This is an optimization exercise on Yosys and OpenROAD, whose aim is small area, not a production implementation. The RTL was checked by simulation tests, not by an equivalence proof against the original design. No driver is modelled on the clock port, so clocking that relies on it looks cheaper here than on a real chip. Power is estimated from default activity; no workload was simulated.

// ex_stage
module ex_stage (
    input  logic                  iw_clk,
    input  logic                  iw_rst,
    input  logic                  instr_valid,
    input  logic [24-1:0] instr,     
    input  logic [24-1:0] pc,
    output logic [24+5:0] result,    
    output logic [24:0]   branch,    
    output logic [3:0]            flags      
);
==> flow/config.mk <==
export PLATFORM = sky130hd
export DESIGN_NAME = ex_stage
export DESIGN_NICKNAME = ex_stage
export VERILOG_FILES = /design/flow/design.v
export SDC_FILE = /design/flow/constraint.sdc
export NUM_CORES = 4
export LEC_CHECK = 0
export CAP_MARGIN = 20
export CORE_MARGIN = 2
export CORE_UTILIZATION = 45
export GPL_TIMING_DRIVEN = 1
export SETUP_SLACK_MARGIN = 0.05
export SLEW_MARGIN = 20
export SYNTH_HIERARCHICAL = 1
==> flow/constraint.sdc <==
create_clock -name core_clock -period 8.0 [get_ports {iw_clk}]
set_input_delay 1.6000 -clock core_clock [delete_from_list [all_inputs] [get_ports {iw_clk}]]
set_output_delay 1.6000 -clock core_clock [all_outputs]
set_load 0.01 [all_outputs]
standard.sh (not shown) runs the stock make flow with config.mk's settings and CLKGATE_MAP_FILE= SYNTH_SCRIPT=/design/flow/synth_recipe.tcl, a recipe that flattens the netlist after the stock synthesis.
==> flow/flow/run.sh <==
#!/bin/bash
# Own layout flow: the standard flow (standard.sh, unchanged synthesis)
# with two changes to how the layout is made:
#  - port buffers are buf_1 instead of the default buffer cell,
#  - clock tree synthesis without dummy loads, with clkbuf_8 buffers and
#    sink clusters of up to 18 flip-flops.
# standard.sh's output goes to standard_flow.log here; ORFS keeps each
# step's own log under orfs/logs/.
set -euo pipefail
bash standard.sh \
  "BUFFER_PORTS_ARGS=-buffer_cell sky130_fd_sc_hd__buf_1" \
  "CTS_ARGS=-sink_clustering_enable -repair_clock_nets -buf_list sky130_fd_sc_hd__clkbuf_8 -sink_clustering_size 18 -sink_clustering_max_diameter 60 -dont_use_dummy_load" \
  finish > standard_flow.log 2>&1
Then changed:
==> flow/run.sh (new file) <==
#!/bin/bash
# synth_recipe.tcl (not shown) runs the flow's synth.tcl, then flattens the netlist and writes it again
# the make line also repeats each setting of config.mk as NAME=value (left out here)
make -C /OpenROAD-flow-scripts/flow DESIGN_CONFIG=/design/flow/config.mk WORK_HOME=/design/flow/orfs CLKGATE_MAP_FILE= SYNTH_SCRIPT=/design/flow/synth_recipe.tcl finish
CTS_BUF_LIST = sky130_fd_sc_hd__clkbuf_8   (was unset)
GPL_TIMING_DRIVEN = 0   (was 1)
SETUP_SLACK_MARGIN = 0   (was 0.05)
removed: flow/flow/run.sh
removed: flow/standard.sh
Result: Final area rises by 7.9%; wire length hardly moves; clock-buffer cell count increases by 48; sequential share of layout area came out lower by 4.1 points; setup slack got worse by 0.65 ns; total power goes up by 22%; core utilization increases by 4.0 points; clock power is higher by 85%.
Then changed:
==> flow/flow/run.sh (new file) <==
#!/bin/bash
# Own layout flow: the standard flow (standard.sh, unchanged synthesis)
# with these changes to how the layout is made:
#  - the buffers that synthesis (ABC) inserted are removed at floorplan,
#    and placement's repair inserts the ones the layout needs,
#  - port buffers are buf_1 instead of the default buffer cell,
#  - clock tree synthesis without dummy loads, with clkbuf_8 buffers and
#    sink clusters of up to 16 flip-flops,
#  - after clock tree synthesis (flow/post_cts.tcl): power recovery
#    (downsizing cells off the critical paths), then slew/capacitance and
#    setup repair and placement legalization again.
# standard.sh's output goes to standard_flow.log here; ORFS keeps each
# step's own log under orfs/logs/.
set -euo pipefail
bash standard.sh \
  "BUFFER_PORTS_ARGS=-buffer_cell sky130_fd_sc_hd__buf_1" \
  "CTS_ARGS=-sink_clustering_enable -repair_clock_nets -buf_list sky130_fd_sc_hd__clkbuf_8 -sink_clustering_size 16 -sink_clustering_max_diameter 50 -dont_use_dummy_load" \
  "POST_CTS_TCL=$(pwd)/flow/post_cts.tcl" \
  "REMOVE_ABC_BUFFERS=1" \
  finish > standard_flow.log 2>&1
==> flow/flow/post_cts.tcl (new file) <==
# Downsize cells off the critical paths, then fix any slew or capacitance
# violation that creates, and legalize the placement again.
estimate_parasitics -placement
repair_timing -recover_power 100 -setup_margin $::env(SETUP_SLACK_MARGIN) -verbose
repair_design_helper
detailed_placement
estimate_parasitics -placement
repair_timing_helper -setup
detailed_placement
check_placement -verbose
==> flow/standard.sh (new file) <==
#!/bin/bash
# synth_recipe.tcl (not shown) runs the flow's synth.tcl, then flattens the netlist and writes it again
# the make line also repeats each setting of config.mk as NAME=value (left out here)
make -C /OpenROAD-flow-scripts/flow DESIGN_CONFIG=/design/flow/config.mk WORK_HOME=/design/flow/orfs CLKGATE_MAP_FILE= SYNTH_SCRIPT=/design/flow/synth_recipe.tcl "${@:-finish}"
CTS_BUF_LIST = unset   (was sky130_fd_sc_hd__clkbuf_8)
SETUP_SLACK_MARGIN = 0.1   (was 0)
removed: flow/run.sh
What happened: The new run completed with no timing, DRC or antenna violations. Die area stays the same. Power went down by 18%. Synthesized area is unchanged. Global-route usage went down by 1.4 points.
Then changed:
==> flow/flow/run.sh (replaced) <==
#!/bin/bash
# Own layout flow: the standard flow (standard.sh, unchanged synthesis)
# with two changes to how the layout is made:
#  - port buffers are buf_1 instead of the default buffer cell,
#  - clock tree synthesis without dummy loads, with clkbuf_8 buffers and
#    sink clusters of up to 18 flip-flops.
# standard.sh's output goes to standard_flow.log here; ORFS keeps each
# step's own log under orfs/logs/.
set -euo pipefail
bash standard.sh \
  "BUFFER_PORTS_ARGS=-buffer_cell sky130_fd_sc_hd__buf_1" \
  "CTS_ARGS=-sink_clustering_enable -repair_clock_nets -buf_list sky130_fd_sc_hd__clkbuf_8 -sink_clustering_size 18 -sink_clustering_max_diameter 60 -dont_use_dummy_load" \
  finish > standard_flow.log 2>&1
SETUP_SLACK_MARGIN = 0.05   (was 0.1)
removed: flow/flow/post_cts.tcl
What happened: The new run went through all stages and came out clean. Total power hardly moves. Non-clock buffer count is higher by 44. Routed wire length is higher by 4.4%. Design area is higher by 2.6%. Maximum frequency is higher by 0.99%.
Then changed:
==> flow/flow/run.sh (replaced) <==
#!/bin/bash
# Own layout flow: the standard flow (standard.sh, unchanged synthesis)
# with these changes to how the layout is made:
#  - the buffers that synthesis (ABC) inserted are removed at floorplan,
#    and placement's repair inserts the ones the layout needs,
#  - port buffers are buf_1 instead of the default buffer cell,
#  - clock tree synthesis without dummy loads, with clkbuf_8 buffers and
#    sink clusters of up to 18 flip-flops,
#  - after clock tree synthesis (flow/post_cts.tcl): power recovery
#    (downsizing cells off the critical paths), then slew/capacitance and
#    setup repair and placement legalization again.
# standard.sh's output goes to standard_flow.log here; ORFS keeps each
# step's own log under orfs/logs/.
set -euo pipefail
bash standard.sh \
  "BUFFER_PORTS_ARGS=-buffer_cell sky130_fd_sc_hd__buf_1" \
  "CTS_ARGS=-sink_clustering_enable -repair_clock_nets -buf_list sky130_fd_sc_hd__clkbuf_8 -sink_clustering_size 18 -sink_clustering_max_diameter 60 -dont_use_dummy_load" \
  "POST_CTS_TCL=$(pwd)/flow/post_cts.tcl" \
  "REMOVE_ABC_BUFFERS=1" \
  finish > standard_flow.log 2>&1
==> flow/flow/post_cts.tcl (new file) <==
# Downsize cells off the critical paths, then fix any slew or capacitance
# violation that creates, and legalize the placement again.
estimate_parasitics -placement
repair_timing -recover_power 100 -setup_margin $::env(SETUP_SLACK_MARGIN) -verbose
repair_design_helper
detailed_placement
estimate_parasitics -placement
repair_timing_helper -setup
detailed_placement
check_placement -verbose
=> The new run completed without violations; die area is unchanged; clock-buffer cell count is unchanged; non-clock buffer count falls by 44; total power is lower by 1.4%; synthesized area does not change.

[afterwards: timing with drivers on the ports]
The flow's constraints put no driver on any port. The routed layouts listed below were extracted and timed again, unchanged, in two steps.
Step 1: set_driving_cell puts a clkbuf_16 on iw_clk and a buf_2 on each other input, an assumption about the parent block.
Step 2 moves the port delays by t, midway between the first and last clock arrival at a register: inputs arrive t later, outputs are due t later. That takes back most of the time a late clock gives input paths.
Slacks: no drivers / after step 1 / after step 2; pairs: no drivers / after step 1.
run	t, ns	setup WS [ns]	worst setup path at the end	worst register clock-pin slew, ns	worst data-port slew with drivers (ns)
the first run	0.662	0.861 / 0.866 / 0.204	input to register	0.11 / 0.11	0.06
the second run	0.701	0.213 / 0.241 / -0.460	input to register	0.07 / 0.07	0.05
the third run	0.660	0.256 / 0.279 / -0.382	input to register	0.10 / 0.10	0.04
the fourth run	0.638	0.332 / 0.364 / -0.274	input to register	0.11 / 0.11	0.05
the fifth run	0.619	0.248 / 0.277 / -0.342	input to register	0.11 / 0.11	0.04
With both steps, setup timing fails in the second run, the third run, the fourth run and the fifth run, where it was met with ideal ports. The setup slack of the second run, which loses most, moves by +0.028 ns with the drivers and by -0.673 ns with both steps.
